Background: an optimization exercise with open tools, aiming at small area. Do not read the settings as production practice.
Only simulation tests tie the RTL to the original design; equivalence was not proved.
Power is estimated from default activity; no workload was simulated.

oak:
Design orderBookDirectoryParser, start of the top module:
module orderBookDirectoryParser
(
    input  wire logic                    clk,
    input  wire logic                    rst,
    input  wire logic [(8 * 8)-1:0]   dataIn,
    input  wire logic                    wordValid,
    input  wire logic                    start,
    input  wire logic [3-1:0] startOffset,
    output logic                         recordValid,
    output logic [31:0]                  timeStamp,
    output logic [31:0]                  orderBookId,
    output logic [(8 * 8)-1:0]        symbol,
    output logic [95:0]                  isin,
    output logic [7:0]                   financialProduct,
    output logic [23:0]                  tradingCurrency,
    output logic [15:0]                  decimalsInPrice,
    output logic [15:0]                  decimalsInNominalValue,
    output logic [31:0]                  oddLotSize,
    output logic [31:0]                  roundLotSize,
    output logic [31:0]                  blockLotSize,
    output logic [(8 * 8)-1:0]        nominalValue
);
Size: roughly 900 flip-flops, roughly 520 I/O pins, roughly 0.029 mm² of cells after synthesis.
==> module orderBookDirectoryParser, before the edit <==
module orderBookDirectoryParser
(
    input  wire logic                    clk,
    input  wire logic                    rst,
    input  wire logic [(8 * 8)-1:0]   dataIn,
    input  wire logic                    wordValid,
    input  wire logic                    start,
    input  wire logic [3-1:0] startOffset,
    output logic                         recordValid,
    output logic [31:0]                  timeStamp,
    output logic [31:0]                  orderBookId,
    output logic [(8 * 8)-1:0]        symbol,
    output logic [95:0]                  isin,
    output logic [7:0]                   financialProduct,
    output logic [23:0]                  tradingCurrency,
    output logic [15:0]                  decimalsInPrice,
    output logic [15:0]                  decimalsInNominalValue,
    output logic [31:0]                  oddLotSize,
    output logic [31:0]                  roundLotSize,
    output logic [31:0]                  blockLotSize,
    output logic [(8 * 8)-1:0]        nominalValue
);
    localparam int MSG_BYTES = 7 * 8;
    localparam int MSG_BITS = MSG_BYTES * 8;
    logic [2:0]              beat;        
    logic [3-1:0] offset;      
    logic                    pending;     
    logic [MSG_BITS-1:0]     msgBuf;      
    logic [MSG_BITS-1:0]     record;
    logic                    busy;
    logic                    firstBeat;
    logic                    anyBeat;
    logic                    lastBeat;
    logic [3-1:0] shift;
    logic [(8 * 8)-1:0]   rotWord;
    logic [7:0]              beatIs;      
    logic [7:0]              wraps;       
    logic [MSG_BYTES-1:0]    writeByte;
    logic [MSG_BYTES-1:0]    keepByte;
    logic                    loadRecord;
    logic                    holdRecord;
    function automatic logic [2:0] gray(input logic [2:0] n);
        gray = n ^ (n >> 1);
    endfunction
    function automatic logic [2:0] grayNext(input logic [2:0] g);
        case (g)
            3'b000: grayNext = 3'b001;
            3'b001: grayNext = 3'b011;
            3'b011: grayNext = 3'b010;
            3'b010: grayNext = 3'b110;
            3'b110: grayNext = 3'b111;
            3'b111: grayNext = 3'b101;
            3'b101: grayNext = 3'b100;
            default: grayNext = 3'b000;
        endcase
    endfunction
    assign busy = (beat != 3'd0);
    assign firstBeat = !busy && wordValid && start;
    assign anyBeat = firstBeat || (busy && wordValid);
    assign lastBeat = busy && wordValid &&
                      ((beat == gray(3'd7)) || ((beat == gray(3'd6)) && (offset == '0)));
    for (genvar i = 0; i < 3; i++) begin : g_shift
        selectBit shiftSel (
            .a    (offset[i]),
            .aSel (busy),
            .b    (startOffset[i]),
            .bSel (!busy),
            .y    (shift[i])
        );
    end
    always_ff @(posedge clk) begin
        if (rst) begin
            beat <= 3'd0;
            pending <= 1'b0;
            recordValid <= 1'b0;
        end else begin
            pending <= lastBeat;
            recordValid <= pending;
            if (lastBeat) begin
                beat <= 3'd0;
            end else if (anyBeat) begin
                beat <= grayNext(beat);
            end
        end
    end
    always_ff @(posedge clk) begin
        offset <= shift;
    end
    byteRotator rotatorInst (
        .word  (dataIn),
        .shift (shift),
        .shiftN (~shift),
        .y     (rotWord)
    );
    always_comb begin
        for (int b = 0; b < 8; b++) begin
            beatIs[b] = anyBeat && (beat == gray(3'(b)));
        end
        for (int j = 0; j < 8; j++) begin
            wraps[j] = (j > 0) && (shift >= 3'(8 - j));
        end
    end
    for (genvar w = 0; w < 7; w++) begin : g_word
        assign writeByte[8 * w] = beatIs[w];
        assign keepByte[8 * w] = !beatIs[w];
        for (genvar j = 1; j < 8; j++) begin : g_byte
            if (8 * w + j == MSG_BYTES - 1) begin : g_last
                assign writeByte[8 * w + j] = 1'b1;
                assign keepByte[8 * w + j] = 1'b0;
            end else begin : g_enable
                byteEnable enableInst (
                    .wraps  (wraps[j]),
                    .wrapsN (!wraps[j]),
                    .now    (beatIs[w]),
                    .next   (beatIs[w + 1]),
                    .write  (writeByte[8 * w + j]),
                    .keep   (keepByte[8 * w + j])
                );
            end
        end
    end
    assign loadRecord = pending && !rst;
    assign holdRecord = !pending && !rst;
    logic [MSG_BITS-1:0] msgBufNext;
    logic [MSG_BITS-1:0] recordNext;
    for (genvar i = 0; i < MSG_BITS; i++) begin : g_bit
        if (i / 8 == MSG_BYTES - 1) begin : g_last
            assign msgBufNext[i] = rotWord[i % (8 * 8)];
        end else begin : g_held
            selectBit bufSel (
                .a    (rotWord[i % (8 * 8)]),
                .aSel (writeByte[i / 8]),
                .b    (msgBuf[i]),
                .bSel (keepByte[i / 8]),
                .y    (msgBufNext[i])
            );
        end
        selectBit recordSel (
            .a    (msgBuf[i]),
            .aSel (loadRecord),
            .b    (record[i]),
            .bSel (holdRecord),
            .y    (recordNext[i])
        );
    end
    always_ff @(posedge clk) begin
        msgBuf <= msgBufNext;
        record <= recordNext;
    end
    assign timeStamp = record[31:0];
    assign orderBookId = record[63:32];
    assign symbol = record[127:64];
    assign isin = record[223:128];
    assign financialProduct = record[231:224];
    assign tradingCurrency = record[255:232];
    assign decimalsInPrice = record[271:256];
    assign decimalsInNominalValue = record[287:272];
    assign oddLotSize = record[319:288];
    assign roundLotSize = record[351:320];
    assign blockLotSize = record[383:352];
    assign nominalValue = record[447:384];
endmodule
==> flow/config.mk <==
export PLATFORM = sky130hd
export DESIGN_NAME = orderBookDirectoryParser
export DESIGN_NICKNAME = orderBookDirectoryParser
export VERILOG_FILES = /design/flow/design.v
export SDC_FILE = /design/flow/constraint.sdc
export NUM_CORES = 4
export LEC_CHECK = 0
export CAP_MARGIN = 20
export CORE_MARGIN = 2
export CORE_UTILIZATION = 75
export SLEW_MARGIN = 20
export SYNTH_HIERARCHICAL = 1
==> flow/constraint.sdc <==
create_clock -name core_clock -period 5.0 [get_ports {clk}]
set_input_delay 1.0000 -clock core_clock [delete_from_list [all_inputs] [get_ports {clk}]]
set_output_delay 1.0000 -clock core_clock [all_outputs]
set_load 0.01 [all_outputs]
standard.sh (not shown) runs the stock make flow with config.mk's settings and CLKGATE_MAP_FILE= SYNTH_SCRIPT=/design/flow/synth_recipe.tcl, a recipe that flattens the netlist after the stock synthesis.
==> flow/flow/run.sh <==
#!/bin/bash
# The standard layout, with two changes: the port buffers are the smallest
# buffer cell, and clock tree synthesis is tuned for area.
set -euo pipefail
bash standard.sh synth > synth.log 2>&1
bash standard.sh \
    "BUFFER_PORTS_ARGS=-buffer_cell sky130_fd_sc_hd__buf_1" \
    "CTS_ARGS=-sink_clustering_enable -repair_clock_nets -dont_use_dummy_load -buf_list sky130_fd_sc_hd__clkbuf_8 -sink_clustering_size 18 -sink_clustering_max_diameter 50" \
    finish > layout.log 2>&1
diff inputs: oak => maple
--- a/flow/design.v
+++ b/flow/design.v
@@ -87,5 +87,7 @@
     end
     always_ff @(posedge clk) begin
-        offset <= shift;
+        if (firstBeat) begin
+            offset <= startOffset;
+        end
     end
     byteRotator rotatorInst (
[summary]
- maple does better than oak on worst path setup slack after routing.
- The starting density of the core on oak is in line with that on maple.
- Comparing oak and maple, the lower wire length is on maple.
- maple against oak: final cell count shows no meaningful change, area added between synthesis and finish shows an increase of 0.20 points, die area shows no meaningful change.
- Via count: maple vs oak — no meaningful difference
- On total design power, the higher figure sits with oak, not maple.
- Summary: with oak as the reference, internal power contribution in maple moved down slightly.
- Met2 track utilization from global routing, oak and maple: larger value in oak
- Diff oak -> maple: sequential share of layout area level; combinational cell power moved down.

## static timing again, ports no longer ideal
In the flow no input, the clock included, has a driving cell. The finished layouts below were timed again as built, in two steps. Step 1: set_driving_cell puts a clkbuf_16 on clk and a buf_2 on each other input, an assumption about the parent block. Step 2 times the ports against the registers' clock, not the clock port: input delays grow and output delays shrink by t, the midpoint of the rising clock arrivals with the driver on. Three values: ideal, step 1, step 2; two values: the first two.
| run | shift t [ns] | setup WS [ns] | worst setup path at the end |
|---|---|---|---|
| oak | 0.740 | 1.112 / 1.112 / 0.991 | input to register |
| maple | 0.744 | 1.130 / 1.130 / 1.003 | input to register |
After both steps every run listed still meets setup and hold. The setup slack of maple, which loses most, moves by 0.000 ns with the drivers and by -0.127 ns with both steps.
